What follows belongs to an exercise in optimizing a design on an open flow for small area, a short achievable clock period and few clock cycles per item; a production flow would make more cautious choices.
RTL that was checked went through simulation tests only; none was proved equivalent to the original.

Design int_div_top, start of the top module:
module int_div_top (
	input  wire                clk,
	input  wire                rst_n_i,
	input  logic               req_i,
	input  logic               req_op_i,        
	input  logic [63:0]        req_dividend_i,
	input  logic [63:0]        req_divisor_i,
	output logic               ack_o,
	output logic [63:0]        rsp_quotient_o,
	output logic [63:0]        rsp_remainder_o,
	output logic               rsp_div_by_zero_o
);
	logic       a_neg, b_neg, b_zero, a_pow2;
	logic [6:0] lz_a, lz_b;
	assign a_neg  = ~req_op_i & req_dividend_i[63];
	assign b_neg  = ~req_op_i & req_divisor_i[63];
	assign b_zero = ~|req_divisor_i;
	div_lzc64 i_lz_a (.x_i(req_dividend_i ^ {64{a_neg}}), .cnt_o(lz_a));
	div_lzc64 i_lz_b (.x_i(req_divisor_i  ^ {64{b_neg}}), .cnt_o(lz_b));
	assign a_pow2 = a_neg & ~|(~req_dividend_i[63:1] & req_dividend_i[62:0]);
	div_pkg::div_state_e state_q;
	logic        ack_q;
	logic [64:0] r_q;       
	logic [65:0] d_q;       
	logic [63:0] q_q;       
	logic [6:0]  lza_q;     
	logic [6:0]  lzb_q;
	logic        pow2_q;
	logic [6:0]  cnt_q;     
  ...
Settings: LEC_CHECK=0, CAP_MARGIN=20, CORE_MARGIN=2, CORE_UTILIZATION=40, SLEW_MARGIN=20; clock period 5.0 ns.
run.sh (not shown) runs the stock make flow with config.mk's settings and CLKGATE_MAP_FILE= SYNTH_SCRIPT=/design/flow/synth_recipe.tcl, a recipe that flattens the netlist after the stock synthesis.
Then changed:
SETUP_SLACK_MARGIN = 1.5   (was not set)
Cell area rose by 18%.
Critical path depth rose by 3.
Routed wire length rose by 11%.
Setup slack improves by 0.66 ns.
Synthesized area stays the same.
Function was not checked in any run of this note: the RTL went through the layout flow alone.

* * *

## main
Another version of the RTL of int_div_top (not shown whole).
Size in the first run: about 2,800 cells after synthesis, roughly 260 I/O pins.
==> flow/config.mk <==
export PLATFORM = sky130hd
export DESIGN_NAME = int_div_top
export DESIGN_NICKNAME = int_div_top
export VERILOG_FILES = /design/flow/design.v
export SDC_FILE = /design/flow/constraint.sdc
export NUM_CORES = 4
export LEC_CHECK = 0
export CAP_MARGIN = 20
export CORE_MARGIN = 2
export CORE_UTILIZATION = 40
export SETUP_SLACK_MARGIN = 1.5
export SLEW_MARGIN = 20
==> flow/constraint.sdc <==
create_clock -name core_clock -period 5.0 [get_ports {clk}]
set_input_delay 1.0000 -clock core_clock [delete_from_list [all_inputs] [get_ports {clk}]]
set_output_delay 1.0000 -clock core_clock [all_outputs]
set_load 0.01 [all_outputs]
Testbench counts of main, summed over its fixed seeds: cycles 84,982, items 8,000.
For the feature branch, these inputs were changed with respect to main:
==> flow/flow/run.sh (new file) <==
#!/bin/bash
# The standard layout (the standard.sh: standard synthesis, floorplan,
# placement, CTS, routing), with one change: the port buffers that
# buffer_ports inserts on every input and output are buf_2 cells instead of
# the delay cell it picks by default. Make's full output goes to
# flow_make.log here; ORFS's per-step logs stay under orfs/logs/.
set -euo pipefail
bash standard.sh 'BUFFER_PORTS_ARGS=-buffer_cell sky130_fd_sc_hd__buf_2' finish > flow_make.log 2>&1
==> flow/standard.sh (new file) <==
#!/bin/bash
# synth_recipe.tcl (not shown) runs the flow's synth.tcl, then flattens the netlist and writes it again
# the make line also repeats each setting of config.mk as NAME=value (left out here)
make -C /OpenROAD-flow-scripts/flow DESIGN_CONFIG=/design/flow/config.mk WORK_HOME=/design/flow/orfs CLKGATE_MAP_FILE= SYNTH_SCRIPT=/design/flow/synth_recipe.tcl "${@:-finish}"
removed: flow/run.sh
==> notes.md <==
- Summary of the feature branch over main: critical path data arrival time went down 100 ps; final wirelength saw a decrease; utilization after layout down 3.1 points; setup slack saw an increase; amount of wire on met2 after detailed routing now larger.

* * *

Setup of gamma:
Another version of the RTL of int_div_top (not shown whole).
Size in the first run: about 2800 cells after synthesis, ~230 flip-flops, roughly 260 I/O pins.
==> flow/design.v (excerpt) <==
module int_div_top (
	input  wire                clk,
	input  wire                rst_n_i,
	input  logic               req_i,
	input  logic               req_op_i,        
	input  logic [63:0]        req_dividend_i,
	input  logic [63:0]        req_divisor_i,
	output logic               ack_o,
	output logic [63:0]        rsp_quotient_o,
	output logic [63:0]        rsp_remainder_o,
	output logic               rsp_div_by_zero_o
);
	logic       a_neg, b_neg, b_zero, a_pow2;
	logic [6:0] lz_a, lz_b;
	assign a_neg  = ~req_op_i & req_dividend_i[63];
	assign b_neg  = ~req_op_i & req_divisor_i[63];
	assign b_zero = ~|req_divisor_i;
	div_lzc64 i_lz_a (
		.x_i   ({req_op_i & req_dividend_i[63], req_dividend_i[62:0] ^ req_dividend_i[63:1]}),
		.cnt_o (lz_a)
	);
	div_lzc64 i_lz_b (
		.x_i   ({req_op_i & req_divisor_i[63], req_divisor_i[62:0] ^ req_divisor_i[63:1]}),
		.cnt_o (lz_b)
	);
	assign a_pow2 = a_neg & ~|(~req_dividend_i[63:1] & req_dividend_i[62:0]);
	logic st_idle, st_prep, st_algn, st_step, st_fix, st_done;
	logic        ack_q;
	logic [64:0] r_q;       
	logic [65:0] d_q;       
	logic        cin_q;     
	logic [63:0] q_q;       
	logic [6:0]  lza_q;
	logic [6:0]  lzb_q;
	logic        pow2_q;
	logic [6:0]  cnt_q;     
	logic [3:0]  srem_q;    
	logic        a_neg_q;   
	logic        same_q;    
	logic        b_neg_q;
	logic        qneg_q;    
	logic        dbz_q;
	logic [65:0] add_a;
	logic [65:0] s;
	logic        acc;
	function automatic logic [65:0] add66(input logic [65:0] a, input logic [65:0] b, input logic c);
		logic [66:0] g, p;
		g = {a & b, c};
		p = {a ^ b, 1'b0};
  ...
Settings: LEC_CHECK=0, CAP_MARGIN=20, CORE_MARGIN=2, CORE_UTILIZATION=40, SETUP_SLACK_MARGIN=1.5, SLEW_MARGIN=20; clock period 5.0 ns.
standard.sh (not shown) runs the stock make flow with config.mk's settings and CLKGATE_MAP_FILE= SYNTH_SCRIPT=/design/flow/synth_recipe.tcl, a recipe that flattens the netlist after the stock synthesis.
==> flow/flow/run.sh <==
#!/bin/bash
# The standard layout (the standard.sh: standard synthesis, floorplan,
# placement, CTS, routing), with one change: the port buffers that
# buffer_ports inserts on every input and output are buf_2 cells instead of
# the delay cell it picks by default. Make's full output goes to
# flow_make.log here; ORFS's per-step logs stay under orfs/logs/.
set -euo pipefail
bash standard.sh 'BUFFER_PORTS_ARGS=-buffer_cell sky130_fd_sc_hd__buf_2' finish > flow_make.log 2>&1
Testbench counts of gamma, summed over its fixed seeds: cycles 85,279, items 8,000.
### gamma -> alpha
# gamma
export LEC_CHECK = 0
export CAP_MARGIN = 20
export CORE_MARGIN = 2
export CORE_UTILIZATION = 40
export SETUP_SLACK_MARGIN = 1.5
export SLEW_MARGIN = 20
create_clock -name core_clock -period 5.0 [get_ports {clk}]
# alpha
export LEC_CHECK = 0
export CAP_MARGIN = 20
export CORE_MARGIN = 2
export CORE_UTILIZATION = 40
export SETUP_SLACK_MARGIN = 2
export SLEW_MARGIN = 20
create_clock -name core_clock -period 5.0 [get_ports {clk}]
==> flow/run.sh (new file) <==
#!/bin/bash
# synth_recipe.tcl (not shown) runs the flow's synth.tcl, then flattens the netlist and writes it again
# the make line also repeats each setting of config.mk as NAME=value (left out here)
make -C /OpenROAD-flow-scripts/flow DESIGN_CONFIG=/design/flow/config.mk WORK_HOME=/design/flow/orfs CLKGATE_MAP_FILE= SYNTH_SCRIPT=/design/flow/synth_recipe.tcl finish
removed: flow/flow/run.sh
removed: flow/standard.sh
Results
Compared gamma against alpha; post-placement cell count within noise. In alpha relative to gamma, total length of routed wires had gone up by a few percent. alpha against gamma: area growth from synthesis to layout rose by 17 points; average vias per placed instance went down by about 0.44%; final worst slack went down by 14 ps. alpha: PASS, flow complete, no timing, DRC or antenna violations. For alpha, the end of the critical path was r_q[22], unlike gamma, where it was d_q[52]. Going from gamma to alpha, design area grew by more than 10%. Number of signal-net buffers in the layout was lower in the run labelled gamma.

## re-timing with driven ports
No port has a modelled driver above. Below, the same layouts with a new extraction and two added sets of constraints.
Step 1 sets driving cells, clkbuf_16 on the clock port and buf_2 on the other inputs (assumed; they add their load-dependent delay and slew).
Step 2 moves the port delays by t, midway between the first and last clock arrival at a register: inputs arrive t later, outputs are due t later. That takes back most of the time a late clock gives input paths.
Three values: ideal, step 1, step 2; two values: the first two.
run	t (ns)	slack for setup (ns)	latest minus earliest clock arrival (ns)	worst slew at a driven data input, ns	cell pins on the clock port's net
the first run of note 1	0.671	0.147 / 0.147 / 0.147	0.025 / 0.025	0.14	1
the second run of note 1	0.681	0.805 / 0.805 / 0.805	0.028 / 0.028	0.10	1
main	0.643	1.233 / 1.233 / 0.936	0.025 / 0.025	0.07	1
the feature branch	0.630	1.314 / 1.314 / 1.180	0.024 / 0.024	0.07	1
gamma	0.629	1.412 / 1.412 / 1.128	0.022 / 0.022	0.07	1
alpha	0.645	1.399 / 1.399 / 1.399	0.024 / 0.023	0.06	1
After both steps every run listed still meets setup and hold. For main, which loses most, drivers alone change the setup slack by 0.000 ns; drivers and shift together by -0.297 ns.
